Source: an optimization exercise on an open RTL-to-GDS flow (aim: a short achievable clock period and few clock cycles). Production flows keep margins and buffers that such runs may drop. In this exercise RTL edits were held to simulation tests only and were not proved equivalent to the original. Power is estimated from default activity; no workload was simulated.

==> flow/config.mk <==
export PLATFORM = sky130hd
export DESIGN_NAME = rv_core
export DESIGN_NICKNAME = rv_core
export VERILOG_FILES = /design/flow/design.v
export SDC_FILE = /design/flow/constraint.sdc
export NUM_CORES = 4
export LEC_CHECK = 0
export CAP_MARGIN = 20
export CORE_MARGIN = 2
export CORE_UTILIZATION = 40
export SETUP_SLACK_MARGIN = 2.0
export SLEW_MARGIN = 20
==> flow/constraint.sdc <==
create_clock -name core_clock -period 9.0 [get_ports {CLK}]
set_input_delay 1.8000 -clock core_clock [delete_from_list [all_inputs] [get_ports {CLK}]]
set_output_delay 1.8000 -clock core_clock [all_outputs]
set_load 0.01 [all_outputs]
==> flow/design.v <==
package rv_isa_pkg;
    typedef enum logic [6:0] {
        OP_LOAD   = 7'b0000011,
        OP_IMM    = 7'b0010011,
        OP_AUIPC  = 7'b0010111,
        OP_STORE  = 7'b0100011,
        OP_REG    = 7'b0110011,
        OP_LUI    = 7'b0110111,
        OP_BRANCH = 7'b1100011,
        OP_JALR   = 7'b1100111,
        OP_JAL    = 7'b1101111,
        OP_HALT   = 7'h7F         
    } opcode_e;
    typedef enum logic [3:0] {
        ADD      = 4'h0,
        SLL      = 4'h1,
        SLT      = 4'h2,
        SLTU     = 4'h3,
        XOR      = 4'h4,
        SRL      = 4'h5,
        OR       = 4'h6,
        AND      = 4'h7,
        SUB      = 4'h8,
        SRA      = 4'hD,
        PASS_IMM = 4'hF           
    } alu_op_e;
    typedef enum logic [2:0] {
        NONE = 3'd0,
        EQ   = 3'd1,
        NE   = 3'd2,
        LT   = 3'd3,
        GE   = 3'd4,
        LTU  = 3'd5,
        GEU  = 3'd6,
        JUMP = 3'd7               
    } br_cond_e;
    typedef enum logic [1:0] {
        BYTE = 2'd0,              
        HALF = 2'd1,
        WORD = 2'd2
    } mem_size_e;
endpackage
package core_pipe_pkg;
    typedef logic [$clog2(32)-1:0] reg_idx_t;
    typedef struct packed {
        logic [32-1:0] pc;
        logic [31:0]      inst;
    } fetch_pkt_t;
    typedef struct packed {
        logic [32-1:0] pc;
        reg_idx_t         rs1;
        reg_idx_t         rs2;
        reg_idx_t         rd;
        logic             reg_we;
        logic [3:0]       alu_op;
        logic [2:0]       br_cond;
        logic [1:0]       mem_size;
        logic             load;
        logic             store;
        logic             load_unsigned;
        logic             use_imm;        
        logic             jalr;
        logic             halt;
        logic [32-1:0] rs1_val;        
        logic [32-1:0] rs2_val;
        logic [32-1:0] imm;
        logic [32-1:0] alu_imm;        
    } dec_pkt_t;
    typedef struct packed {
        logic [32-1:0] pc;
        reg_idx_t         rd;
        logic             reg_we;
        logic [32-1:0] alu_res;
        logic             load;
        logic [1:0]       mem_size;
        logic             load_unsigned;
        logic [1:0]       byte_off;
        logic             halt;
    } exe_pkt_t;
    typedef struct packed {
        logic             valid;
        reg_idx_t         rd;
        logic [32-1:0] data;
    } wb_t;
    typedef struct packed {
        logic             valid;
        logic [32-1:0] target;
    } redirect_t;
    typedef struct packed {
        logic [32-1:0] addr;
        logic [32-1:0] wdata;
        logic [3:0]       mask;           
        logic             re;
    } dmem_req_t;
    typedef struct packed {
        logic             valid;
        logic [32-1:0] pc;
    } retire_t;
endpackage
`timescale 1ns/10ps
module stage_reg #(
    parameter int W = 1                  
) (
    input  logic         CLK,
    input  logic         rst_n,
    input  logic         flush,
    input  logic         freeze,
    input  logic         in_valid,
    input  logic [W-1:0] in_data,
    output logic         out_valid,
    output logic [W-1:0] out_data
);
    always_ff @(posedge CLK) begin
        if (!rst_n) begin
            out_valid <= 1'b0;
        end else if (flush) begin
            out_valid <= 1'b0;           
        end else if (!freeze) begin
            out_valid <= in_valid;
        end
    end
    always_ff @(posedge CLK) begin
        if (!freeze) begin
            out_data <= in_data;         
        end
    end
endmodule
`timescale 1ns/10ps
import rv_isa_pkg::*;
import core_pipe_pkg::*;
module inst_decode (
    input  logic       CLK,
    input  logic       rst_n,
    input  logic       in_valid,
    input  core_pipe_pkg::fetch_pkt_t in_pkt,
    input  core_pipe_pkg::wb_t        wb,
    output core_pipe_pkg::dec_pkt_t   out_pkt
);
    logic [31:0]      inst;
    logic [6:0]       opcode;
    logic [2:0]       funct3;
    core_pipe_pkg::reg_idx_t rs1;
    core_pipe_pkg::reg_idx_t rs2;
    logic [32-1:0] imm_i;
    logic [32-1:0] imm_s;
    logic [32-1:0] imm_b;
    logic [32-1:0] imm_u;
    logic [32-1:0] imm_j;
    logic [32-1:0] rs1_val;
    logic [32-1:0] rs2_val;
    logic [32-1:0] regs [32];
    assign inst   = in_pkt.inst;
    assign opcode = inst[6:0];
    assign funct3 = inst[14:12];
    assign rs1    = inst[19:15];
    assign rs2    = inst[24:20];
    assign imm_i = {{(32-12){inst[31]}}, inst[31:20]};
    assign imm_s = {{(32-12){inst[31]}}, inst[31:25], inst[11:7]};
    assign imm_b = {{(32-13){inst[31]}}, inst[31], inst[7], inst[30:25], inst[11:8], 1'b0};
    assign imm_u = {inst[31:12], 12'b0};
    assign imm_j = {{(32-21){inst[31]}}, inst[31], inst[19:12], inst[20], inst[30:21], 1'b0};
    always_ff @(posedge CLK) begin
        if (rst_n && wb.valid) begin
            regs[wb.rd] <= wb.data;      
        end
    end
    assign rs1_val = (rs1 == '0) ? '0 : (wb.valid && wb.rd == rs1) ? wb.data : regs[rs1];
    assign rs2_val = (rs2 == '0) ? '0 : (wb.valid && wb.rd == rs2) ? wb.data : regs[rs2];
    always_comb begin
        out_pkt               = '0;
        out_pkt.pc            = in_pkt.pc;
        out_pkt.rs1           = rs1;
        out_pkt.rs2           = rs2;
        out_pkt.rd            = inst[11:7];
        out_pkt.alu_op        = ADD;
        out_pkt.br_cond       = NONE;
        out_pkt.mem_size      = funct3[1:0];
        out_pkt.load_unsigned = funct3[2];
        out_pkt.rs1_val       = rs1_val;
        out_pkt.rs2_val       = rs2_val;
        case (opcode)
            OP_LUI: begin
                out_pkt.reg_we  = 1'b1;
                out_pkt.alu_op  = PASS_IMM;
                out_pkt.imm     = imm_u;
                out_pkt.alu_imm = imm_u;
            end
            OP_AUIPC: begin
                out_pkt.reg_we  = 1'b1;
                out_pkt.alu_op  = PASS_IMM;
                out_pkt.imm     = imm_u;
                out_pkt.alu_imm = in_pkt.pc + imm_u;
            end
            OP_JAL, OP_JALR: begin
                out_pkt.reg_we  = 1'b1;
                out_pkt.alu_op  = PASS_IMM;
                out_pkt.br_cond = JUMP;
                out_pkt.jalr    = (opcode == OP_JALR);
                out_pkt.imm     = (opcode == OP_JALR) ? imm_i : imm_j;
                out_pkt.alu_imm = in_pkt.pc + 'd4;      
            end
            OP_BRANCH: begin
                out_pkt.imm = imm_b;
                case (funct3)
                    3'b000:  out_pkt.br_cond = EQ;
                    3'b001:  out_pkt.br_cond = NE;
                    3'b100:  out_pkt.br_cond = LT;
                    3'b101:  out_pkt.br_cond = GE;
                    3'b110:  out_pkt.br_cond = LTU;
                    3'b111:  out_pkt.br_cond = GEU;
                    default: out_pkt.br_cond = NONE;
                endcase
            end
            OP_LOAD: begin
                out_pkt.reg_we  = 1'b1;
                out_pkt.load    = 1'b1;
                out_pkt.use_imm = 1'b1;
                out_pkt.imm     = imm_i;
            end
            OP_STORE: begin
                out_pkt.store   = 1'b1;
                out_pkt.use_imm = 1'b1;
                out_pkt.imm     = imm_s;
            end
            OP_IMM: begin
                out_pkt.reg_we  = 1'b1;
                out_pkt.use_imm = 1'b1;
                out_pkt.imm     = imm_i;
                out_pkt.alu_op  = {(funct3 == 3'b101) & inst[30], funct3};
            end
            OP_REG: begin
                out_pkt.reg_we = 1'b1;
                out_pkt.alu_op = {inst[30], funct3};
            end
            OP_HALT: out_pkt.halt = 1'b1;
            default: ;
        endcase
        if (!in_valid) begin             
            out_pkt.reg_we  = 1'b0;
            out_pkt.load    = 1'b0;
            out_pkt.store   = 1'b0;
            out_pkt.halt    = 1'b0;
            out_pkt.br_cond = NONE;
        end
    end
endmodule
`timescale 1ns/10ps
import rv_isa_pkg::*;
import core_pipe_pkg::*;
module inst_execute (
    input  logic      in_valid,
    input  core_pipe_pkg::dec_pkt_t  in_pkt,
    input  core_pipe_pkg::wb_t       fwd,
    output core_pipe_pkg::exe_pkt_t  out_pkt,
    output core_pipe_pkg::dmem_req_t dmem_req,
    output core_pipe_pkg::redirect_t redirect
);
    logic [32-1:0] op_a;
    logic [32-1:0] rs2_val;
    logic [32-1:0] op_b;
    logic [32-1:0] alu_res;
    logic [32-1:0] mem_addr;
    logic [32-1:0] jump_target;
    logic [32-1:0] store_data;
    logic [3:0]       base_mask;
    logic [1:0]       mask_shift;
    logic             taken;
    logic             cmp_eq;
    logic             cmp_lt;
    logic             cmp_ltu;
    assign op_a    = (fwd.valid && fwd.rd == in_pkt.rs1) ? fwd.data : in_pkt.rs1_val;
    assign rs2_val = (fwd.valid && fwd.rd == in_pkt.rs2) ? fwd.data : in_pkt.rs2_val;
    assign op_b    = in_pkt.use_imm ? in_pkt.imm : rs2_val;
    always_comb begin
        case (in_pkt.alu_op)
            ADD:      alu_res = op_a + op_b;
            SUB:      alu_res = op_a - op_b;
            SLL:      alu_res = op_a << op_b[4:0];
            SLT:      alu_res = {{(32-1){1'b0}}, $signed(op_a) < $signed(op_b)};
            SLTU:     alu_res = {{(32-1){1'b0}}, op_a < op_b};
            XOR:      alu_res = op_a ^ op_b;
            SRL:      alu_res = op_a >> op_b[4:0];
            SRA:      alu_res = $signed(op_a) >>> op_b[4:0];
            OR:       alu_res = op_a | op_b;
            AND:      alu_res = op_a & op_b;
            PASS_IMM: alu_res = in_pkt.alu_imm;
            default:  alu_res = '0;
        endcase
    end
    assign cmp_eq  = (op_a == rs2_val);
    assign cmp_lt  = ($signed(op_a) < $signed(rs2_val));
    assign cmp_ltu = (op_a < rs2_val);
    always_comb begin
        case (in_pkt.br_cond)
            EQ:      taken = cmp_eq;
            NE:      taken = !cmp_eq;
            LT:      taken = cmp_lt;
            GE:      taken = !cmp_lt;
            LTU:     taken = cmp_ltu;
            GEU:     taken = !cmp_ltu;
            JUMP:    taken = 1'b1;
            default: taken = 1'b0;
        endcase
    end
    assign jump_target = in_pkt.jalr ? ((op_a + in_pkt.imm) & {{(32-1){1'b1}}, 1'b0})
                                     : (in_pkt.pc + in_pkt.imm);
    assign redirect.valid  = in_valid && (taken || in_pkt.halt);
    assign redirect.target = in_pkt.halt ? in_pkt.pc : jump_target;
    assign mem_addr = op_a + in_pkt.imm;
    always_comb begin
        case (in_pkt.mem_size)
            BYTE: begin
                store_data = {4{rs2_val[7:0]}};
                base_mask  = 4'b0001;
                mask_shift = mem_addr[1:0];
            end
            HALF: begin
                store_data = {2{rs2_val[15:0]}};
                base_mask  = 4'b0011;
                mask_shift = {mem_addr[1], 1'b0};    
            end
            default: begin
                store_data = rs2_val;
                base_mask  = 4'b1111;
                mask_shift = 2'b00;
            end
        endcase
    end
    assign dmem_req.addr  = mem_addr;
    assign dmem_req.wdata = store_data;
    assign dmem_req.mask  = (in_valid && in_pkt.store) ? (base_mask << mask_shift) : 4'b0000;
    assign dmem_req.re    = in_valid && in_pkt.load;
    always_comb begin
        out_pkt               = '0;
        out_pkt.pc            = in_pkt.pc;
        out_pkt.rd            = in_pkt.rd;
        out_pkt.reg_we        = in_pkt.reg_we;
        out_pkt.alu_res       = alu_res;
        out_pkt.load          = in_pkt.load;
        out_pkt.mem_size      = in_pkt.mem_size;
        out_pkt.load_unsigned = in_pkt.load_unsigned;
        out_pkt.byte_off      = mem_addr[1:0];       
        out_pkt.halt          = in_pkt.halt;
    end
endmodule
`timescale 1ns/10ps
import rv_isa_pkg::*;
import core_pipe_pkg::*;
module inst_result (
    input  logic             CLK,
    input  logic             rst_n,
    input  logic             in_valid,
    input  core_pipe_pkg::exe_pkt_t         in_pkt,
    input  logic [32-1:0] dmem_rdata,
    output core_pipe_pkg::wb_t              wb,
    output core_pipe_pkg::retire_t          retire,
    output logic             halt
);
    logic             halt_q;
    logic             live;
    logic [7:0]       byte_val;
    logic [15:0]      half_val;
    logic [32-1:0] load_val;
    assign live = in_valid && !halt_q;   
    assign byte_val = dmem_rdata[{in_pkt.byte_off, 3'b000} +: 8];
    assign half_val = in_pkt.byte_off[1] ? dmem_rdata[31:16] : dmem_rdata[15:0];
    always_comb begin
        case (in_pkt.mem_size)
            BYTE:    load_val = {{(32-8){byte_val[7] & !in_pkt.load_unsigned}}, byte_val};
            HALF:    load_val = {{(32-16){half_val[15] & !in_pkt.load_unsigned}}, half_val};
            default: load_val = dmem_rdata;
        endcase
    end
    assign wb.valid = live && in_pkt.reg_we && (in_pkt.rd != '0);
    assign wb.rd    = in_pkt.rd;
    assign wb.data  = in_pkt.load ? load_val : in_pkt.alu_res;
    assign retire.valid = live;
    assign retire.pc    = in_pkt.pc;
    always_ff @(posedge CLK) begin
        if (!rst_n) begin
            halt_q <= 1'b0;
        end else if (live && in_pkt.halt) begin
            halt_q <= 1'b1;              
        end
    end
    assign halt = halt_q;
endmodule
`timescale 1ns/10ps
import core_pipe_pkg::*;
module rv_core (
    input  logic             CLK,
    input  logic             rst_n,
    output logic [32-1:0] imem_addr,
    input  logic [32-1:0] imem_data,
    output logic [32-1:0] dmem_addr,
    output logic [32-1:0] dmem_wdata,
    output logic [3:0]       dmem_mask,
    output logic             dmem_re,
    input  logic [32-1:0] dmem_rdata,
    output logic             retire_valid,
    output logic [32-1:0] retire_pc,
    output logic             halt
);
    core_pipe_pkg::dmem_req_t dmem_req;
    core_pipe_pkg::retire_t retire;
    logic [32-1:0] pc;                
    logic [32-1:0] next_pc;
    logic             fetch_valid;
    core_pipe_pkg::fetch_pkt_t fetch_pkt;
    core_pipe_pkg::fetch_pkt_t fd_pkt;
    logic             fd_valid;
    core_pipe_pkg::dec_pkt_t dec_pkt;
    core_pipe_pkg::dec_pkt_t de_pkt;
    logic             de_valid;
    core_pipe_pkg::exe_pkt_t exe_pkt;
    core_pipe_pkg::exe_pkt_t er_pkt;
    logic             er_valid;
    core_pipe_pkg::wb_t wb;
    core_pipe_pkg::redirect_t redirect;
    assign next_pc   = halt ? pc : redirect.valid ? redirect.target : pc + 'd4;
    assign imem_addr = next_pc;
    always_ff @(posedge CLK) begin
        if (!rst_n) begin
            pc          <= 32'h0000_0000 - 'd4;    
            fetch_valid <= 1'b0;
        end else begin
            pc          <= next_pc;
            fetch_valid <= 1'b1;
        end
    end
    assign fetch_pkt.pc   = pc;
    assign fetch_pkt.inst = imem_data;
    assign dmem_addr    = dmem_req.addr;
    assign dmem_wdata   = dmem_req.wdata;
    assign dmem_mask    = dmem_req.mask;
    assign dmem_re      = dmem_req.re;
    assign retire_valid = retire.valid;
    assign retire_pc    = retire.pc;
    stage_reg #(.W($bits(fetch_pkt))) u_fetch_reg (
        .CLK, .rst_n, .flush(redirect.valid), .freeze(halt),
        .in_valid(fetch_valid), .in_data(fetch_pkt),
        .out_valid(fd_valid), .out_data(fd_pkt)
    );
    inst_decode u_decode (
        .CLK, .rst_n, .in_valid(fd_valid), .in_pkt(fd_pkt), .wb, .out_pkt(dec_pkt)
    );
    stage_reg #(.W($bits(dec_pkt))) u_dec_reg (
        .CLK, .rst_n, .flush(redirect.valid), .freeze(halt),
        .in_valid(fd_valid), .in_data(dec_pkt),
        .out_valid(de_valid), .out_data(de_pkt)
    );
    inst_execute u_execute (
        .in_valid(de_valid), .in_pkt(de_pkt), .fwd(wb),
        .out_pkt(exe_pkt), .dmem_req, .redirect
    );
    stage_reg #(.W($bits(exe_pkt))) u_exe_reg (
        .CLK, .rst_n, .flush(1'b0), .freeze(halt),    
        .in_valid(de_valid), .in_data(exe_pkt),
        .out_valid(er_valid), .out_data(er_pkt)
    );
    inst_result u_result (
        .CLK, .rst_n, .in_valid(er_valid), .in_pkt(er_pkt), .dmem_rdata,
        .wb, .retire, .halt
    );
endmodule
==> flow/run.sh <==
#!/bin/bash
# synth_recipe.tcl (not shown) runs the flow's synth.tcl, then flattens the netlist and writes it again
# the make line also repeats each setting of config.mk as NAME=value (left out here)
make -C /OpenROAD-flow-scripts/flow DESIGN_CONFIG=/design/flow/config.mk WORK_HOME=/design/flow/orfs CLKGATE_MAP_FILE= SYNTH_SCRIPT=/design/flow/synth_recipe.tcl finish
==> impl_metrics.py, run 1 <==
metrics = {
    "outcome": {
        "status": "timing/DRC/antenna clean",
    },
    "power_and_ir_drop": {
        "p_comb_frac": 0.293,
        "finalPower_mw": 21.39,
        "seq_power_share": 0.404,
        "sw_frac_of_total": 0.3322,
        "power.internal_mw": 14.28,
        "p_switching_mw": 7.106,
        "p_leak_nw": 33.54,
        "p_per_area_mw_per_mm2": 225.2,
        "peakVddDrop_mv": 0.1570,
        "clockPowerShare": 0.303,
    },
    "global_routing": {
        "grt_start_max_net_pins": 116,
        "grt_pass1_vias": 55530,
        "grt_pass1_wl_um": 416700,
        "grt.overflow.total": 0,
        "grt_util_all_layers": 0.2943,
        "antenna_found_initial": 12,
    },
    "finish": {
        "fin_util": 0.4865,
        "fillCellCount": 16800,
        "drive_above_1_share": 0.3120,
        "final_common_cell": "edfxtp_1",
        "final_cell_mix": "1356 x edfxtp_1, 645 x mux4_2, 538 x buf_4",
        "area_growth_pct": 20.71,
        "final_nets": 6496,
    },
    "clock_tree": {
        "clockBufferDepth": 3,
        "root_buffer": "clkbuf_16",
        "cts_sinks": 1403,
        "clk_pin_slew_ns": 0.06,
        "htree_levels": 4,
        "numCtsBuffers": 157,
        "clkLatencyLatePin_ns": 0.85,
        "cts_hold_buffers": 0,
        "cts_tree": "done",
    },
    "detailed_routing": {
        "ant_nets": 0,
        "drt-total-wl_um": 298800,
        "wire_per_inst_um": 33.28,
        "viasPerCell": 6.281,
        "remaining_drc_errors": 0,
        "drt_iter0_markers": 6895,
        "drt-pass1-iter-count": 7,
        "vias": 56390,
    },
    "yosys": {
        "synthesis.area_sq_mm": 0.07867,
        "async_flop_share": 0,
        "synth_flop_cell": "edfxtp_1",
        "synth.distinct_cells": 102,
        "netlist_instances": 5611,
        "ys_seq_area_frac": 0.5295,
        "yosys_warnings": 7,
        "synth_edf_count": 1356,
        "synth-seq-cells": 1403,
        "synth.avg_cell_area_sq_um": 14.02,
    },
    "floorplan": {
        "floorplan.die_area_sq_mm": 0.2002,
        "core_area_sq_mm": 0.1952,
        "io_pins": 201,
        "start_util": 0.4031,
        "rows": 162,
        "chipHeight_um": 447.5,
        "fp.dieW_um": 447.5,
    },
    "critical_path": {
        "required_ns": 7.20,
        "crit_type": "in -> out",
        "cp_max_fo": 5,
        "worstPathArrival_ns": 6.69,
        "start_kind": "primary input",
        "end_kind": "output pin",
    },
    "placed_design": {
        "gp_congestion": 1.032,
        "dp_slack_ns": -0.4349,
        "portBuffers": 200,
        "dp_hpwl_um": 201100,
    },
    "sta": {
        "fmax_mhz": 117.7,
        "setup_viol": 0,
        "fin_skew_ns": 0.09698,
        "rsz0062_at_grt": "true",
        "drv_slew": 0,
        "worst_slack_ns": 0.5067,
        "relSlewSlack": 0.2234,
        "period_minus_slack_ns": 8.493,
        "finalSetupTns_ns": 0,
        "final_hold_viol_count": 0,
        "tightest_slew_ns": 1.153,
        "fin_crit_sh": 0.9437,
    },
    "worst_hold_path": {
        "holdCritPathClass": "reg -> reg",
    },
    "job": {
        "maxCapViolations": 0,
    },
}
-- Yosys cell counts (26+ instances only) --
library cell / number / area [sq um]
buf_1: 88 / 330.3
a211oi_1: 115 / 863.3
o21a_1: 33 / 247.7
or3_1: 35 / 219.0
o211ai_1: 58 / 435.4
nor2b_1: 32 / 200.2
a31oi_1: 56 / 350.3
mux2_2: 73 / 822.0
a22oi_1: 48 / 360.4
nand3_1: 83 / 415.4
nand4_1: 41 / 256.5
inv_1: 161 / 604.3
xor2_1: 51 / 446.7
mux4_2: 645 / 14530
nand2_1: 360 / 1351
and3_1: 34 / 212.7
dfxtp_1: 47 / 940.9
nand2b_1: 38 / 237.7
o21bai_1: 28 / 210.2
buf_2: 27 / 135.1
clkbuf_1: 247 / 927.1
nor3_1: 107 / 535.5
nor2_1: 378 / 1419
edfxtp_1: 1356 / 40720
a21o_1: 75 / 563.0
ha_1: 209 / 2615
buf_4: 38 / 285.3
mux2i_1: 174 / 1742
a21oi_1: 240 / 1201
o221ai_1: 31 / 271.5
xnor2_1: 91 / 797.0
o21ai_0: 229 / 1146
o31ai_1: 26 / 195.2
-- worst max-delay path: stages --
cell and delay (ns):
buf_8 0.10, mux4_2 0.49, nand2_4 0.14, a211o_4 0.29, buf_12 0.16, a31oi_4 0.09
mux2i_2 0.19, inv_1 0.09, ha_1 0.28, and4_1 0.17, and3_4 0.18, a221oi_2 0.26
nand4_1 0.16, buf_4 0.17, or2_4 0.25, and4b_1 0.20, or4_4 0.62, buf_6 0.17
o41ai_4 0.30, buf_4 0.17, nor3_2 0.05, buf_4 0.14, clkdlybuf4s15_1 0.22
-- timing repair --
item / 4_1_cts / 5_1_grt
cloned: 3 / 0
gates resized for setup: 412 / 158
endpoints found under the setup margin: 76 / 69
pin swaps: 91 / 92
setup buffers: 101 / 56
-- stage by stage --
stage / std cells / hold WS [ns] / instance area [sq um]
floorplan: 5642 / 0.4003 / 79510
global route: 8971 / 0.4351 / 94950
global placement: 8517 / 0.4036 / 87040
CTS: 8911 / 0.4292 / 93750
detailed placement: 8517 / 0.4171 / 87050
finish: 8977 / 0.4215 / 94960
-- sequential cells by signal (all words and copies together), names as in the netlist, 32 cells and up, named ones only --
name                  flops
pc                       32
u_dec_reg.out_data      191
u_decode.regs          1024
u_exe_reg.out_data       77
u_fetch_reg.out_data     64
-- metal layers --
layer  vias to the layer above  GRT usage  part of all wire
li1                      23810          -                 -
met1                     29130     0.3617              0.37
met2                      2737     0.4836              0.48
met3                       695    0.05563             0.077
met4                         8     0.1745             0.069
met5                         -          0           0.00016
-- final timing paths --
check / cells past startpoint / end / startpoint / slack [ns]
worst max register to register: 19 / u_exe_reg.out_data[36]$_DFFE_PN_ / u_exe_reg.out_data[4]$_DFFE_PN_ / 2.31
worst min-delay path: 0 / u_exe_reg.out_data[42]$_DFFE_PN_ / u_dec_reg.out_data[146]$_DFFE_PN_ / 0.42
worst min register to register: 0 / u_exe_reg.out_data[42]$_DFFE_PN_ / u_dec_reg.out_data[146]$_DFFE_PN_ / 0.42
worst max-delay path: 23 / imem_addr[12] / dmem_rdata[31] / 0.51
-- power groups by stage --
stage / logic (mW) / clock network [mW] / registers [mW]
floorplan: 3.45 / 0 / 8.51
global placement: 5.84 / 0 / 8.76
detailed placement: 5.86 / 0 / 8.75
CTS: 6.01 / 6.58 / 8.62
global route: 6.63 / 6.86 / 8.65
finish: 6.27 / 6.48 / 8.64
-- kinds of logic (layout without fill, tap and decap cells) --
logic type      after synthesis  count (layout)  synth area share
flops                      1403            1403            0.5295
simple gates               1214            1214           0.07173
compound gates             1172            1173            0.1004
mux                         900             900            0.2187
buf+inv                     564            1268           0.02915
fa+ha+maj                   215             215           0.03465
xor+xnor                    142             142           0.01581
other cells                   1              38        0.00004766
-- area by class of cell --
class | count | area (sq um) | share of cell area
timing repair buffer | 814 | 6995 | 0.07366
antenna | 6 | 15.01 | 0.0001581
sequential | 1403 | 41690 | 0.4390
clock inverter | 101 | 1156 | 0.01217
clock buffer | 189 | 4069 | 0.04285
tap | 2624 | 3283 | 0.03457
inverter | 164 | 645.6 | 0.006799
multi-input combinational | 3676 | 37110 | 0.3907
Testbench counts, summed over its fixed seeds: cycles 20,241.
==> run 2, diff against run 1 <==
--- a/flow/design.v
+++ b/flow/design.v
@@ -387,5 +387,4 @@
 endmodule
 `timescale 1ns/10ps
-import core_pipe_pkg::*;
 module rv_core (
     input  logic             CLK,
@@ -402,64 +401,429 @@
     output logic             halt
 );
-    core_pipe_pkg::dmem_req_t dmem_req;
-    core_pipe_pkg::retire_t retire;
-    logic [32-1:0] pc;                
-    logic [32-1:0] next_pc;
-    logic             fetch_valid;
-    core_pipe_pkg::fetch_pkt_t fetch_pkt;
-    core_pipe_pkg::fetch_pkt_t fd_pkt;
-    logic             fd_valid;
-    core_pipe_pkg::dec_pkt_t dec_pkt;
-    core_pipe_pkg::dec_pkt_t de_pkt;
-    logic             de_valid;
-    core_pipe_pkg::exe_pkt_t exe_pkt;
-    core_pipe_pkg::exe_pkt_t er_pkt;
-    logic             er_valid;
-    core_pipe_pkg::wb_t wb;
-    core_pipe_pkg::redirect_t redirect;
-    assign next_pc   = halt ? pc : redirect.valid ? redirect.target : pc + 'd4;
-    assign imem_addr = next_pc;
-    always_ff @(posedge CLK) begin
-        if (!rst_n) begin
-            pc          <= 32'h0000_0000 - 'd4;    
-            fetch_valid <= 1'b0;
-        end else begin
-            pc          <= next_pc;
-            fetch_valid <= 1'b1;
-        end
-    end
-    assign fetch_pkt.pc   = pc;
-    assign fetch_pkt.inst = imem_data;
-    assign dmem_addr    = dmem_req.addr;
-    assign dmem_wdata   = dmem_req.wdata;
-    assign dmem_mask    = dmem_req.mask;
-    assign dmem_re      = dmem_req.re;
-    assign retire_valid = retire.valid;
-    assign retire_pc    = retire.pc;
-    stage_reg #(.W($bits(fetch_pkt))) u_fetch_reg (
-        .CLK, .rst_n, .flush(redirect.valid), .freeze(halt),
-        .in_valid(fetch_valid), .in_data(fetch_pkt),
-        .out_valid(fd_valid), .out_data(fd_pkt)
-    );
-    inst_decode u_decode (
-        .CLK, .rst_n, .in_valid(fd_valid), .in_pkt(fd_pkt), .wb, .out_pkt(dec_pkt)
-    );
-    stage_reg #(.W($bits(dec_pkt))) u_dec_reg (
-        .CLK, .rst_n, .flush(redirect.valid), .freeze(halt),
-        .in_valid(fd_valid), .in_data(dec_pkt),
-        .out_valid(de_valid), .out_data(de_pkt)
-    );
-    inst_execute u_execute (
-        .in_valid(de_valid), .in_pkt(de_pkt), .fwd(wb),
-        .out_pkt(exe_pkt), .dmem_req, .redirect
-    );
-    stage_reg #(.W($bits(exe_pkt))) u_exe_reg (
-        .CLK, .rst_n, .flush(1'b0), .freeze(halt),    
-        .in_valid(de_valid), .in_data(exe_pkt),
-        .out_valid(er_valid), .out_data(er_pkt)
-    );
-    inst_result u_result (
-        .CLK, .rst_n, .in_valid(er_valid), .in_pkt(er_pkt), .dmem_rdata,
-        .wb, .retire, .halt
-    );
+    localparam int NB = 4;               
+    logic [31:0]   pc_f;
+    logic [NB-1:0] btb_v;
+    logic [29:0]   btb_tag [NB];
+    logic [31:0]   btb_tgt [NB];
+    logic [1:0]    btb_rr;
+    logic          bu_ins, bu_inv;            
+    logic [1:0]    bu_idx;
+    logic [29:0]   bu_tag;
+    logic [31:0]   bu_tgt;
+    logic          d_valid;
+    logic [31:0]   pc_d;
+    logic          d_bhit;                    
+    logic [31:0]   d_ptgt;
+    logic [1:0]    d_pidx;
+    logic          d_use_hold;
+    logic [31:0]   d_hold;
+    logic          de_valid;
+    logic [31:0]   de_pc, de_pc4;
+    logic [31:0]   de_r1, de_r2, de_imm;
+    logic [31:0]   de_k1, de_k2;              
+    logic          de_kok;
+    logic          de_a_m, de_a_ml, de_a_wl;  
+    logic          de_b_m, de_b_ml, de_b_wl;
+    logic [4:0]    de_rd;
+    logic          de_we;
+    logic          de_load, de_store, de_brj, de_jalr, de_halt;
+    logic          de_rt, de_rf;              
+    logic [2:0]    de_f3;
+    logic          de_sub, de_sra;
+    logic          de_s_rr, de_s_mr, de_s_rma, de_s_rms, de_s_mma;    
+    logic [10:0]   de_op;                     
+    logic [6:0]    de_bc;                     
+    logic          de_bhit;
+    logic [1:0]    de_pidx;
+    logic          em_valid;
+    logic [31:0]   em_pc;
+    logic          em_we;
+    logic [4:0]    em_rd;
+    logic [31:0]   em_res;
+    logic          em_load;
+    logic [2:0]    em_f3;
+    logic [1:0]    em_boff;
+    logic [31:0]   dq_addr, dq_wdata;
+    logic [3:0]    dq_mask;
+    logic          dq_re;
+    logic          mw_we;
+    logic [4:0]    mw_rd;
+    logic [31:0]   mw_res;
+    logic          mw_load;
+    logic [2:0]    mw_f3;
+    logic [1:0]    mw_boff;
+    logic          halt_q;
+    logic [31:0]   regs [1:31];
+    assign imem_addr    = pc_f;
+    assign dmem_addr    = dq_addr;
+    assign dmem_wdata   = dq_wdata;
+    assign dmem_mask    = dq_mask;
+    assign dmem_re      = dq_re;
+    assign retire_valid = em_valid;
+    assign retire_pc    = em_pc;
+    assign halt         = halt_q;
+    logic [31:0] w_val, ld_val;
+    logic [7:0]  w_byte;
+    logic [15:0] w_half;
+    assign w_byte = dmem_rdata[{mw_boff, 3'b000} +: 8];
+    assign w_half = mw_boff[1] ? dmem_rdata[31:16] : dmem_rdata[15:0];
+    always_comb begin
+        case (mw_f3)
+            3'd0:    ld_val = {{24{w_byte[7]}}, w_byte};
+            3'd1:    ld_val = {{16{w_half[15]}}, w_half};
+            3'd4:    ld_val = {24'b0, w_byte};
+            3'd5:    ld_val = {16'b0, w_half};
+            default: ld_val = dmem_rdata;
+        endcase
+    end
+    assign w_val = mw_load ? ld_val : mw_res;
+    always_ff @(posedge CLK) begin
+        if (!rst_n) begin
+            mw_we <= 1'b0;
+        end else begin
+            mw_we <= em_valid & em_we;
+        end
+        mw_rd   <= em_rd;
+        mw_res  <= em_res;
+        mw_load <= em_load;
+        mw_f3   <= em_f3;
+        mw_boff <= em_boff;
+        if (mw_we) regs[mw_rd] <= w_val;
+    end
+    logic          stall;
+    logic          e_go;
+    logic [31:0]   a, b, sum, agu, alu, pct;
+    logic          lt, ltu, eq, cond, jr_ok, e_redirect, e_halt, taken;
+    logic [31:0]   redir_tgt;
+    assign stall = de_valid & (de_a_ml | de_a_wl | de_b_ml | de_b_wl);
+    assign e_go  = de_valid & ~(de_a_ml | de_a_wl | de_b_ml | de_b_wl);
+    assign a = de_a_m ? em_res : de_r1;
+    assign b = de_b_m ? em_res : de_r2;
+    function automatic logic [31:0] ks_add(input logic [31:0] x, input logic [31:0] y,
+                                           input logic ci);
+        logic [31:0] g, p, h;
+        g = x & y;
+        p = x ^ y;
+        h = p;
+        g[0] = g[0] | (p[0] & ci);
+        for (int d = 1; d < 32; d = d * 2) begin
+            for (int i = 31; i >= d; i--) begin
+                g[i] = g[i] | (p[i] & g[i-d]);
+                p[i] = p[i] & p[i-d];
+            end
+        end
+        ks_add = h ^ {g[30:0], ci};
+    endfunction
+    function automatic logic [2:0] cmp3(input logic [31:0] x, input logic [31:0] y);
+        logic [30:0] l, e;
+        logic        se;
+        l = ~x[30:0] & y[30:0];
+        e = ~(x[30:0] ^ y[30:0]);
+        for (int d = 1; d < 31; d = d * 2) begin
+            for (int i = 30; i >= d; i--) begin
+                l[i] = l[i] | (e[i] & l[i-d]);
+                e[i] = e[i] & e[i-d];
+            end
+        end
+        se = ~(x[31] ^ y[31]);
+        cmp3 = {se & e[30], (x[31] & ~y[31]) | (se & l[30]), (~x[31] & y[31]) | (se & l[30])};
+    endfunction
+    logic [31:0] s_rr, s_mr, s_rma, s_rms, s_mma, agu_r, agu_m;
+    logic [2:0]  c_rr, c_mr, c_rm, c_mm, cmpv;
+    logic        ok_r, ok_m;
+    assign s_rr  = ks_add(de_r1, de_r2, de_sub);
+    assign s_mr  = ks_add(em_res, de_r2, de_sub);
+    assign s_rma = ks_add(de_r1, em_res, 1'b0);
+    assign s_rms = ks_add(de_r1, ~em_res, 1'b1);
+    assign s_mma = ks_add(em_res, em_res, 1'b0);
+    assign c_rr  = cmp3(de_r1, de_r2);
+    assign c_mr  = cmp3(em_res, de_r2);
+    assign c_rm  = cmp3(de_r1, em_res);
+    assign c_mm  = cmp3(em_res, em_res);
+    assign agu_r = ks_add(de_r1, de_imm, 1'b0);
+    assign agu_m = ks_add(em_res, de_imm, 1'b0);
+    assign ok_r  = (de_r1 == de_k1) | (de_r1 == de_k2);
+    assign ok_m  = (em_res == de_k1) | (em_res == de_k2);
+    always_comb begin
+        case ({de_a_m, de_b_m})
+            2'b00:   cmpv = c_rr;
+            2'b10:   cmpv = c_mr;
+            2'b01:   cmpv = c_rm;
+            default: cmpv = c_mm;
+        endcase
+    end
+    assign sum = ({32{de_s_rr}} & s_rr) | ({32{de_s_mr}} & s_mr) | ({32{de_s_rma}} & s_rma) |
+                 ({32{de_s_rms}} & s_rms) | ({32{de_s_mma}} & s_mma);
+    assign eq  = cmpv[2];
+    assign lt  = cmpv[1];
+    assign ltu = cmpv[0];
+    assign agu = de_a_m ? agu_m : agu_r;
+    assign pct = de_pc + de_imm;
+    logic signed [31:0] a_s, sra;
+    assign a_s = a;
+    assign sra = a_s >>> b[4:0];
+    assign alu = sum |
+                 ({32{de_op[1]}} & (a << b[4:0])) |
+                 ({32{de_op[2]}} & {31'b0, lt}) |
+                 ({32{de_op[3]}} & {31'b0, ltu}) |
+                 ({32{de_op[4]}} & (a ^ b)) |
+                 ({32{de_op[5]}} & (de_sra ? sra : (a >> b[4:0]))) |
+                 ({32{de_op[6]}} & (a | b)) |
+                 ({32{de_op[7]}} & (a & b)) |
+                 ({32{de_op[8]}} & de_imm) |
+                 ({32{de_op[9]}} & pct) |
+                 ({32{de_op[10]}} & de_pc4);
+    assign cond = (de_bc[0] & eq) | (de_bc[1] & ~eq) | (de_bc[2] & lt) | (de_bc[3] & ~lt) |
+                  (de_bc[4] & ltu) | (de_bc[5] & ~ltu) | de_bc[6];
+    assign jr_ok = de_bhit & de_kok & (de_a_m ? ok_m : ok_r);
+    assign e_redirect = e_go & ((de_brj & (cond ? de_rt : de_rf)) | (de_jalr & ~jr_ok));
+    assign e_halt     = e_go & de_halt;
+    assign taken      = (de_brj & cond) | de_jalr;
+    logic [31:0] st_data;
+    logic [3:0]  st_mask;
+    always_comb begin
+        case (de_f3[1:0])
+            2'd0: begin st_data = {4{b[7:0]}};  st_mask = 4'b0001 << agu[1:0]; end
+            2'd1: begin st_data = {2{b[15:0]}}; st_mask = 4'b0011 << {agu[1], 1'b0}; end
+            default: begin st_data = b; st_mask = 4'b1111; end
+        endcase
+    end
+    always_ff @(posedge CLK) begin
+        if (!rst_n) begin
+            em_valid <= 1'b0;
+            dq_re    <= 1'b0;
+            dq_mask  <= 4'b0000;
+            halt_q   <= 1'b0;
+        end else begin
+            em_valid <= e_go;
+            dq_re    <= e_go & de_load;
+            dq_mask  <= (e_go & de_store) ? st_mask : 4'b0000;
+            if (e_halt) halt_q <= 1'b1;
+        end
+        dq_addr  <= agu;
+        dq_wdata <= st_data;
+        em_pc    <= de_pc;
+        em_we    <= de_we;
+        em_rd    <= de_rd;
+        em_res   <= alu;
+        em_load  <= de_load;
+        em_f3    <= de_f3;
+        em_boff  <= agu[1:0];
+    end
+    logic [NB-1:0] f_hitv;
+    logic          f_hit;
+    logic [31:0]   f_tgt;
+    logic [1:0]    f_idx;
+    logic          d_redirect;
+    logic [31:0]   d_tgt;
+    always_comb begin
+        f_tgt = '0;
+        for (int i = 0; i < NB; i++) begin
+            f_hitv[i] = btb_v[i] && (btb_tag[i] == pc_f[31:2]);
+            f_tgt = f_tgt | ({32{f_hitv[i]}} & btb_tgt[i]);
+        end
+    end
+    assign f_hit = |f_hitv;
+    assign f_idx = {f_hitv[2] | f_hitv[3], f_hitv[1] | f_hitv[3]};
+    logic [31:0] pc_nrm, pc_ct, pc_cf, pc_jr, pc_next;
+    assign pc_nrm  = d_redirect ? d_tgt : stall ? pc_f : f_hit ? f_tgt : pc_f + 32'd4;
+    assign pc_ct   = (e_go & de_brj & de_rt) ? pct : pc_nrm;
+    assign pc_cf   = (e_go & de_brj & de_rf) ? de_pc4 : pc_nrm;
+    assign pc_jr   = jr_ok ? pc_nrm : {agu[31:1], 1'b0};
+    assign pc_next = (e_go & de_jalr) ? pc_jr : cond ? pc_ct : pc_cf;
+    always_ff @(posedge CLK) begin
+        if (!rst_n) begin
+            pc_f <= 32'h0000_0000;
+        end else begin
+            pc_f <= pc_next;
+        end
+    end
+    always_ff @(posedge CLK) begin
+        if (!rst_n) begin
+            bu_ins <= 1'b0;
+            bu_inv <= 1'b0;
+        end else begin
+            bu_ins <= e_go & taken & ~de_bhit;
+            bu_inv <= e_go & de_bhit & (de_jalr ? ~jr_ok : ~cond);
+        end
+        bu_idx <= de_pidx;
+        bu_tag <= de_pc[31:2];
+        bu_tgt <= de_jalr ? {agu[31:1], 1'b0} : pct;
+    end
+    always_ff @(posedge CLK) begin
+        if (!rst_n) begin
+            btb_v  <= '0;
+            btb_rr <= '0;
+        end else begin
+            if (bu_inv) btb_v[bu_idx] <= 1'b0;
+            if (bu_ins) begin
+                btb_v[btb_rr] <= 1'b1;
+                btb_rr        <= btb_rr + 2'd1;
+            end
+        end
+        if (bu_ins) begin
+            btb_tag[btb_rr] <= bu_tag;
+            btb_tgt[btb_rr] <= bu_tgt;
+        end
+    end
+    logic [31:0] inst;
+    logic [6:0]  opc;
+    logic [2:0]  f3;
+    logic [4:0]  rs1, rs2, rd;
+    logic [31:0] imm_i, imm_s, imm_b, imm_u, imm_j, d_imm;
+    logic        o_lui, o_auipc, o_jal, o_jalr, o_br, o_ld, o_st, o_imm, o_reg, o_halt;
+    logic        use1, use2, d_we, tnext, d_sub, d_add;
+    logic        m1, w1, x1, m2, w2, x2;
+    logic [31:0] r1, r2, rf1, rf2, d_pc4;
+    assign inst = d_use_hold ? d_hold : imem_data;
+    assign opc  = inst[6:0];
+    assign f3   = inst[14:12];
+    assign rs1  = inst[19:15];
+    assign rs2  = inst[24:20];
+    assign rd   = inst[11:7];
+    assign imm_i = {{20{inst[31]}}, inst[31:20]};
+    assign imm_s = {{20{inst[31]}}, inst[31:25], inst[11:7]};
+    assign imm_b = {{19{inst[31]}}, inst[31], inst[7], inst[30:25], inst[11:8], 1'b0};
+    assign imm_u = {inst[31:12], 12'b0};
+    assign imm_j = {{11{inst[31]}}, inst[31], inst[19:12], inst[20], inst[30:21], 1'b0};
+    assign o_lui   = opc == 7'b0110111;
+    assign o_auipc = opc == 7'b0010111;
+    assign o_jal   = opc == 7'b1101111;
+    assign o_jalr  = opc == 7'b1100111;
+    assign o_br    = opc == 7'b1100011;
+    assign o_ld    = opc == 7'b0000011;
+    assign o_st    = opc == 7'b0100011;
+    assign o_imm   = opc == 7'b0010011;
+    assign o_reg   = opc == 7'b0110011;
+    assign o_halt  = opc == 7'h7F;
+    always_comb begin
+        d_imm = imm_i;
+        if (o_st) d_imm = imm_s;
+        if (o_br) d_imm = imm_b;
+        if (o_lui | o_auipc) d_imm = imm_u;
+        if (o_jal) d_imm = imm_j;
+    end
+    assign d_pc4 = pc_d + 32'd4;
+    assign tnext = (o_br & imm_b == 32'd4) | (o_jal & imm_j == 32'd4);
+    logic [31:0] f_off;
+    logic        fjal, fbbr;
+    assign fjal  = imem_data[6:0] == 7'b1101111;
+    assign fbbr  = imem_data[6:0] == 7'b1100011 && imem_data[31];
+    assign f_off = imem_data[2] ? {{11{imem_data[31]}}, imem_data[31], imem_data[19:12],
+                                   imem_data[20], imem_data[30:21], 1'b0}
+                                : {{19{imem_data[31]}}, imem_data[31], imem_data[7],
+                                   imem_data[30:25], imem_data[11:8], 1'b0};
+    assign d_redirect = d_valid & ~d_use_hold & ~stall & ~d_bhit & (fjal | fbbr) &
+                        ~(fjal & imem_data[31:12] == 20'h00400);
+    assign d_tgt      = pc_d + f_off;
+    assign d_sub = o_reg & f3 == 3'd0 & inst[30];
+    assign d_add = (o_reg | o_imm) & f3 == 3'd0;
+    assign use1 = o_jalr | o_br | o_ld | o_st | o_imm | o_reg;
+    assign use2 = o_br | o_st | o_reg;
+    assign d_we = (o_lui | o_auipc | o_jal | o_jalr | o_ld | o_imm | o_reg) & (rd != 5'd0);
+    assign m1 = use1 & de_valid & de_we & (de_rd == rs1);
+    assign w1 = use1 & em_valid & em_we & (em_rd == rs1);
+    assign x1 = use1 & mw_we & (mw_rd == rs1);
+    assign m2 = use2 & de_valid & de_we & (de_rd == rs2);
+    assign w2 = use2 & em_valid & em_we & (em_rd == rs2);
+    assign x2 = use2 & mw_we & (mw_rd == rs2);
+    assign rf1 = (rs1 == 5'd0) ? 32'd0 : regs[rs1];
+    assign rf2 = (rs2 == 5'd0) ? 32'd0 : regs[rs2];
+    assign r1  = w1 ? em_res : x1 ? w_val : rf1;
+    assign r2  = ~use2 ? d_imm : (w2 ? em_res : x2 ? w_val : rf2) ^ {32{d_sub}};
+    always_ff @(posedge CLK) begin
+        if (!rst_n) begin
+            d_valid    <= 1'b0;
+            d_use_hold <= 1'b0;
+        end else begin
+            d_use_hold <= stall;
+            if (e_redirect | e_halt | halt_q | d_redirect) d_valid <= 1'b0;
+            else if (!stall) d_valid <= 1'b1;
+        end
+        if (stall) d_hold <= inst;
+        if (!stall) begin
+            pc_d   <= pc_f;
+            d_bhit <= f_hit;
+            d_ptgt <= f_tgt;
+            d_pidx <= f_idx;
+        end
+    end
+    always_ff @(posedge CLK) begin
+        if (!rst_n) begin
+            de_valid <= 1'b0;
+        end else if (e_redirect | e_halt | halt_q) begin
+            de_valid <= 1'b0;
+        end else if (!stall) begin
+            de_valid <= d_valid;
+        end
+        if (stall) begin
+            if (de_a_m)  de_r1 <= em_res;
+            if (de_a_wl) de_r1 <= w_val;
+            de_a_m  <= 1'b0;
+            de_a_wl <= de_a_ml;
+            de_a_ml <= 1'b0;
+            if (de_b_m)  de_r2 <= em_res ^ {32{de_sub}};
+            if (de_b_wl) de_r2 <= w_val ^ {32{de_sub}};
+            de_s_rr  <= de_s_rr | de_s_mr | de_s_rma | de_s_rms | de_s_mma | (de_sub & de_a_m & de_b_m);
+            de_s_mr  <= 1'b0;
+            de_s_rma <= 1'b0;
+            de_s_rms <= 1'b0;
+            de_s_mma <= 1'b0;
+            de_b_m  <= 1'b0;
+            de_b_wl <= de_b_ml;
+            de_b_ml <= 1'b0;
+        end else begin
+            de_pc    <= pc_d;
+            de_pc4   <= d_pc4;
+            de_r1    <= r1;
+            de_r2    <= r2;
+            de_imm   <= d_imm;
+            de_k1    <= d_ptgt - {{20{imem_data[31]}}, imem_data[31:20]};
+            de_k2    <= {d_ptgt[31:1], 1'b1} - {{20{imem_data[31]}}, imem_data[31:20]};
+            de_kok   <= ~d_use_hold;
+            de_a_m   <= m1 & ~de_load;
+            de_a_ml  <= m1 & de_load;
+            de_a_wl  <= ~m1 & w1 & em_load;
+            de_b_m   <= m2 & ~de_load;
+            de_b_ml  <= m2 & de_load;
+            de_b_wl  <= ~m2 & w2 & em_load;
+            de_rd    <= rd;
+            de_we    <= d_we;
+            de_load  <= o_ld;
+            de_store <= o_st;
+            de_brj   <= (o_br | o_jal) & ~tnext;
+            de_jalr  <= o_jalr;
+            de_halt  <= o_halt;
+            de_rt    <= ~d_bhit & ~d_redirect;
+            de_rf    <= d_bhit | d_redirect;
+            de_f3    <= f3;
+            de_sub   <= d_sub;
+            de_sra   <= (o_reg | o_imm) & f3 == 3'd5 & inst[30];
+            de_s_rr  <= d_add & ~(m1 & ~de_load) & ~(m2 & ~de_load);
+            de_s_mr  <= d_add & (m1 & ~de_load) & ~(m2 & ~de_load);
+            de_s_rma <= d_add & ~d_sub & ~(m1 & ~de_load) & (m2 & ~de_load);
+            de_s_rms <= d_add & d_sub & ~(m1 & ~de_load) & (m2 & ~de_load);
+            de_s_mma <= d_add & ~d_sub & (m1 & ~de_load) & (m2 & ~de_load);
+            de_op[0] <= (o_reg | o_imm) & f3 == 3'd0;
+            de_op[1] <= (o_reg | o_imm) & f3 == 3'd1;
+            de_op[2] <= (o_reg | o_imm) & f3 == 3'd2;
+            de_op[3] <= (o_reg | o_imm) & f3 == 3'd3;
+            de_op[4] <= (o_reg | o_imm) & f3 == 3'd4;
+            de_op[5] <= (o_reg | o_imm) & f3 == 3'd5;
+            de_op[6] <= (o_reg | o_imm) & f3 == 3'd6;
+            de_op[7] <= (o_reg | o_imm) & f3 == 3'd7;
+            de_op[8] <= o_lui;
+            de_op[9] <= o_auipc;
+            de_op[10] <= o_jal | o_jalr;
+            de_bc[0] <= o_br & f3 == 3'd0;
+            de_bc[1] <= o_br & f3 == 3'd1;
+            de_bc[2] <= o_br & f3 == 3'd4;
+            de_bc[3] <= o_br & f3 == 3'd5;
+            de_bc[4] <= o_br & f3 == 3'd6;
+            de_bc[5] <= o_br & f3 == 3'd7;
+            de_bc[6] <= o_jal;
+            de_bhit  <= d_bhit;
+            de_pidx  <= d_pidx;
+        end
+    end
 endmodule
==> flow/flow/run.sh (new file) <==
#!/bin/bash
set -euo pipefail
REPAIR_MARGIN=6.0
export BUFFER_PORTS_ARGS="-buffer_cell sky130_fd_sc_hd__buf_4"
here=$(pwd)
# standard synthesis, unchanged
bash standard.sh synth > "$here/log_synth.txt" 2>&1
# the rest of the standard layout with a different repair target
sed -E "s/SETUP_SLACK_MARGIN=[-0-9.]+/SETUP_SLACK_MARGIN=${REPAIR_MARGIN}/" standard.sh > flow_std.sh
grep -q "SETUP_SLACK_MARGIN=${REPAIR_MARGIN}" flow_std.sh
for step in floorplan place cts route finish; do
  bash flow_std.sh $step > "$here/log_$step.txt" 2>&1
done
test -f out/final.def
==> flow/standard.sh (new file) <==
#!/bin/bash
# synth_recipe.tcl (not shown) runs the flow's synth.tcl, then flattens the netlist and writes it again
# the make line also repeats each setting of config.mk as NAME=value (left out here)
make -C /OpenROAD-flow-scripts/flow DESIGN_CONFIG=/design/flow/config.mk WORK_HOME=/design/flow/orfs CLKGATE_MAP_FILE= SYNTH_SCRIPT=/design/flow/synth_recipe.tcl "${@:-finish}"
--- a/flow/config.mk
+++ b/flow/config.mk
@@ -9,4 +9,4 @@
 export CORE_MARGIN = 2
 export CORE_UTILIZATION = 40
-export SETUP_SLACK_MARGIN = 2.0
+export SETUP_SLACK_MARGIN = 5
 export SLEW_MARGIN = 20
removed: flow/run.sh
==> run 2 against run 1 <==
Total power rose by 26%. Clock skew rose by 0.019 ns. Non-clock buffer count grew 913. Utilization up 7.3 points. Largest power group unchanged.
==> impl_metrics.py, run 2 <==
metrics = {
    "sta": {
        "fin_crit_sh": 0.4818,
        "setup_viol": 0,
        "fmax_mhz": 230.6,
        "tightest_slew_ns": 1.275,
        "holdWs_ns": 0.3282,
        "rsz0062_at_grt": "true",
        "drv_slew": 0,
        "finalSetupTns_ns": 0,
        "period_minus_slack_ns": 4.337,
        "fin_skew_ns": 0.1163,
        "relSlewSlack": 0.1413,
        "final_hold_viol_count": 0,
    },
    "floorplan": {
        "fp.dieW_um": 527.3,
        "io_pins": 201,
        "chipHeight_um": 527.3,
        "core_area_sq_mm": 0.2729,
        "floorplan.die_area_sq_mm": 0.2780,
        "start_util": 0.4014,
        "rows": 192,
    },
    "critical_path": {
        "cp_max_fo": 6,
        "worst-path-buf-inv": 7,
        "cp_slowest_cell": "o21ai_4",
        "ff2ff_path_depth": 19,
        "start_kind": "primary input",
        "worstPathArrival_ns": 4.99,
        "end_kind": "register",
        "path_cells": "buf_16, mux2i_4, buf_12, buf_6, buf_12, buf_12, buf_16, buf_16, nand2_1, and3_1, a311oi_2, a311oi_2, a211oi_2, o21ai_4, o211ai_1, o21ai_1, mux2i_1, a21oi_2, o21ai_4",
        "crit_type": "in -> reg",
        "critPathTopFamily": "compound AO/OA/AOI/OAI gates",
        "slowest_delay_ns": 0.36,
        "worst-path-stages": 19,
        "required_ns": 9.66,
    },
    "global_routing": {
        "antenna_found_initial": 56,
        "grt_start_max_net_pins": 131,
        "grt_pass1_vias": 102100,
        "grt_util_all_layers": 0.4167,
        "grt_pass1_wl_um": 817500,
        "grt.overflow.total": 0,
    },
    "placed_design": {
        "dp.cells": 14960,
        "gp_congestion": 1.059,
        "place_area_sq_mm": 0.1157,
        "portBuffers": 200,
        "dp_hpwl_um": 349100,
    },
    "detailed_routing": {
        "wire_per_inst_um": 36.99,
        "drt-pass1-iter-count": 7,
        "vias": 111900,
        "wirelength_met1_um": 208700,
        "ant_nets": 0,
        "route.met3.wl_um": 83490,
        "drt_iter0_markers": 19030,
        "drt-total-wl_um": 616400,
        "wl_met2_um": 256200,
        "remaining_drc_errors": 0,
        "viasPerCell": 6.713,
        "top_layer_used": "met5",
    },
    "finish": {
        "final_nets": 13410,
        "largest_register": "regs",
        "area_growth_pct": 39.33,
        "design_area_sq_mm": 0.1526,
        "fillCellCount": 22690,
        "final_cell_mix": "2407 x nand2_1, 1568 x edfxtp_1, 905 x nand3_1",
        "final-instance-count-excl-fill": 16670,
        "largest_register_ffs": 992,
        "reg.largest.list": "regs x992, btb_tgt x128, btb_tag x120",
        "final_common_cell": "nand2_1",
        "drive_above_1_share": 0.3119,
    },
    "worst_hold_path": {
        "min_path_cells": 0,
        "holdCritPathClass": "reg -> reg",
    },
    "yosys": {
        "synth.avg_cell_area_sq_um": 9.350,
        "synth_top_area_cell": "edfxtp_1",
        "synthTopCellsByArea": "edfxtp_1 43%, nand2_1 8.6%, dfxtp_1 5.6%, ha_1 5.2%, nand3_1 4.4%",
        "yosysMostFrequentCell": "nand2_1",
        "yosys_warnings": 1,
        "synth-seq-cells": 1877,
        "synth_edf_count": 1568,
        "synth_top_cell_area_share": 0.4299,
        "synth_flop_cell": "edfxtp_1",
        "netlist_instances": 11710,
        "async_flop_share": 0,
        "synth.distinct_cells": 90,
        "synthesis.area_sq_mm": 0.1095,
        "ys_seq_area_frac": 0.4864,
        "synthTopCellsByCount": "2522 x nand2_1, 1568 x edfxtp_1, 954 x nand3_1, 658 x clkbuf_1, 630 x nor2_1",
    },
    "power_and_ir_drop": {
        "p_per_area_mw_per_mm2": 177.1,
        "p_leak_nw": 58.16,
        "peakVddDrop_mv": 0.1855,
    },
    "clock_tree": {
        "clk_pin_slew_ns": 0.06,
        "numCtsBuffers": 215,
        "cts_hold_buffers": 0,
        "htree_levels": 4,
        "clockBufferDepth": 4,
        "cts_sinks": 1877,
        "clkLatencyLatePin_ns": 1.00,
        "root_buffer": "clkbuf_16",
        "cts_tree": "done",
    },
    "outcome": {
        "status": "timing/DRC/antenna clean",
    },
    "job": {
        "maxCapViolations": 0,
    },
}
-- run 2: cell count changes after synthesis, moves of 212 or more --
| cell | previous run | this run |
|---|---|---|
| nand2_1 | 360 | 2522 |
| nand3_1 | 83 | 954 |
| mux4_2 | 645 | 1 |
| clkbuf_1 | 247 | 658 |
| a311oi_1 | 12 | 368 |
| xnor2_1 | 91 | 442 |
| a21oi_1 | 240 | 588 |
| o21ai_0 | 229 | 494 |
| dfxtp_1 | 47 | 309 |
| nor2_1 | 378 | 630 |
| ha_1 | 209 | 451 |
| edfxtp_1 | 1356 | 1568 |
-- run 2: what timing repair did --
item | 4_1_cts | 5_1_grt
gates resized for setup | 2599 | 937
endpoints found under the setup margin | 1439 | 1361
buffers inserted | 733 | 343
hold endpoints to repair | 0 | 0
cloned | 189 | 32
pin swaps | 682 | 574
-- run 2: layer usage --
layer,up-vias,global-route usage
met3,2873,0.1150
li1,45130,-
met1,54040,0.5053
met4,37,0.3537
met5,-,0.002944
met2,9804,0.6123
-- run 2: logic make-up (layout without fill, tap and decap cells) --
| family | after synthesis | count (layout) | synth area share |
|---|---|---|---|
| and+or+nand+nor | 4818 | 4823 | 0.1924 |
| AOI/OAI and AO/OA | 2498 | 2499 | 0.1536 |
| DFF | 1877 | 1877 | 0.4864 |
| buffers and inverters | 1208 | 2549 | 0.04225 |
| xor gates and xnor gates | 603 | 603 | 0.04822 |
| adders and majority gates | 463 | 463 | 0.05371 |
| muxes | 247 | 247 | 0.02340 |
| other | 0 | 17 | 0 |
-- run 2: final timing paths --
| check | from | to | slack (ns) |
|---|---|---|---|
| hold reg to reg | em_f3[0]$_DFF_P_ | mw_f3[0]$_DFF_P_ | 0.33 |
| setup reg to reg | de_r2[0]$_DFFE_PP_ | pc_f[0]$_SDFF_PN0_ | 4.71 |
| hold / removal | em_f3[0]$_DFF_P_ | mw_f3[0]$_DFF_P_ | 0.33 |
| setup / recovery | imem_data[20] | de_r2[25]$_DFFE_PP_ | 4.66 |
-- run 2: area by class of cell --
class                           count  area, sq um  area share
Timing Repair Buffer             1727        21610      0.1416
Sequential cell                  1877        53610      0.3513
Timing Repair inverter             54        464.2    0.003042
Clock buffer                      275         5841     0.03827
Inverter                          374         1708     0.01119
Antenna cell                       17        42.54   0.0002788
Clock inverter                    119         1400    0.009174
Tap cell                         3589         4491     0.02943
Multi-Input combinational cell   8635        63440      0.4157
-- run 2: metrics by stage --
| stage | power, mW | utilization | setup slack [ns] |
|---|---|---|---|
| floorplan | 12.95 | - | 4.312 |
| global placement | 15.06 | 0.4236 | 1.901 |
| detailed placement | 15.07 | 0.4239 | 2.014 |
| CTS | 26.00 | 0.5303 | 4.822 |
| global route | 27.49 | 0.5591 | 4.682 |
| finish | 27.03 | 0.5592 | 4.663 |
-- run 2: where the power goes --
part | total, mW | internal [mW] | switching [mW]
Combinational | 7.79 | 3.02 | 4.76
Clock | 9.24 | 5.27 | 3.97
Sequential | 10.0 | 9.77 | 0.236
Total | 27.0 | 18.1 | 8.97
Testbench counts of run 2, summed over its fixed seeds: cycles 18,505.

[static timing again, ports no longer ideal]
The results above use ideal ports. As a check the final layouts listed here were re-extracted and re-timed, cells and wires unchanged. Step 1 sets driving cells, clkbuf_16 on the clock port and buf_2 on the other inputs (assumed; they add their load-dependent delay and slew). Step 2 times the ports against the registers' clock, not the clock port: input delays grow and output delays shrink by t, the midpoint of the rising clock arrivals with the driver on. a / b / c = no drivers / after step 1 / after step 2; a / b = the first two.
| run | t (ns) | slack for setup (ns) | worst hold slack (ns) | worst register clock-pin slew, ns | worst slew at a driven data input, ns |
|---|---|---|---|---|---|
| run 1 | 0.882 | 0.507 / 0.459 / 0.459 | 0.421 / 0.421 / 0.421 | 0.07 / 0.07 | 0.11 |
| run 2 | 1.054 | 4.663 / 4.615 / 3.561 | 0.328 / 0.328 / 0.328 | 0.08 / 0.08 | 0.25 |
After both steps every run listed still meets setup and hold. The setup slack of run 2, which loses most, moves by -0.048 ns with the drivers and by -1.102 ns with both steps.
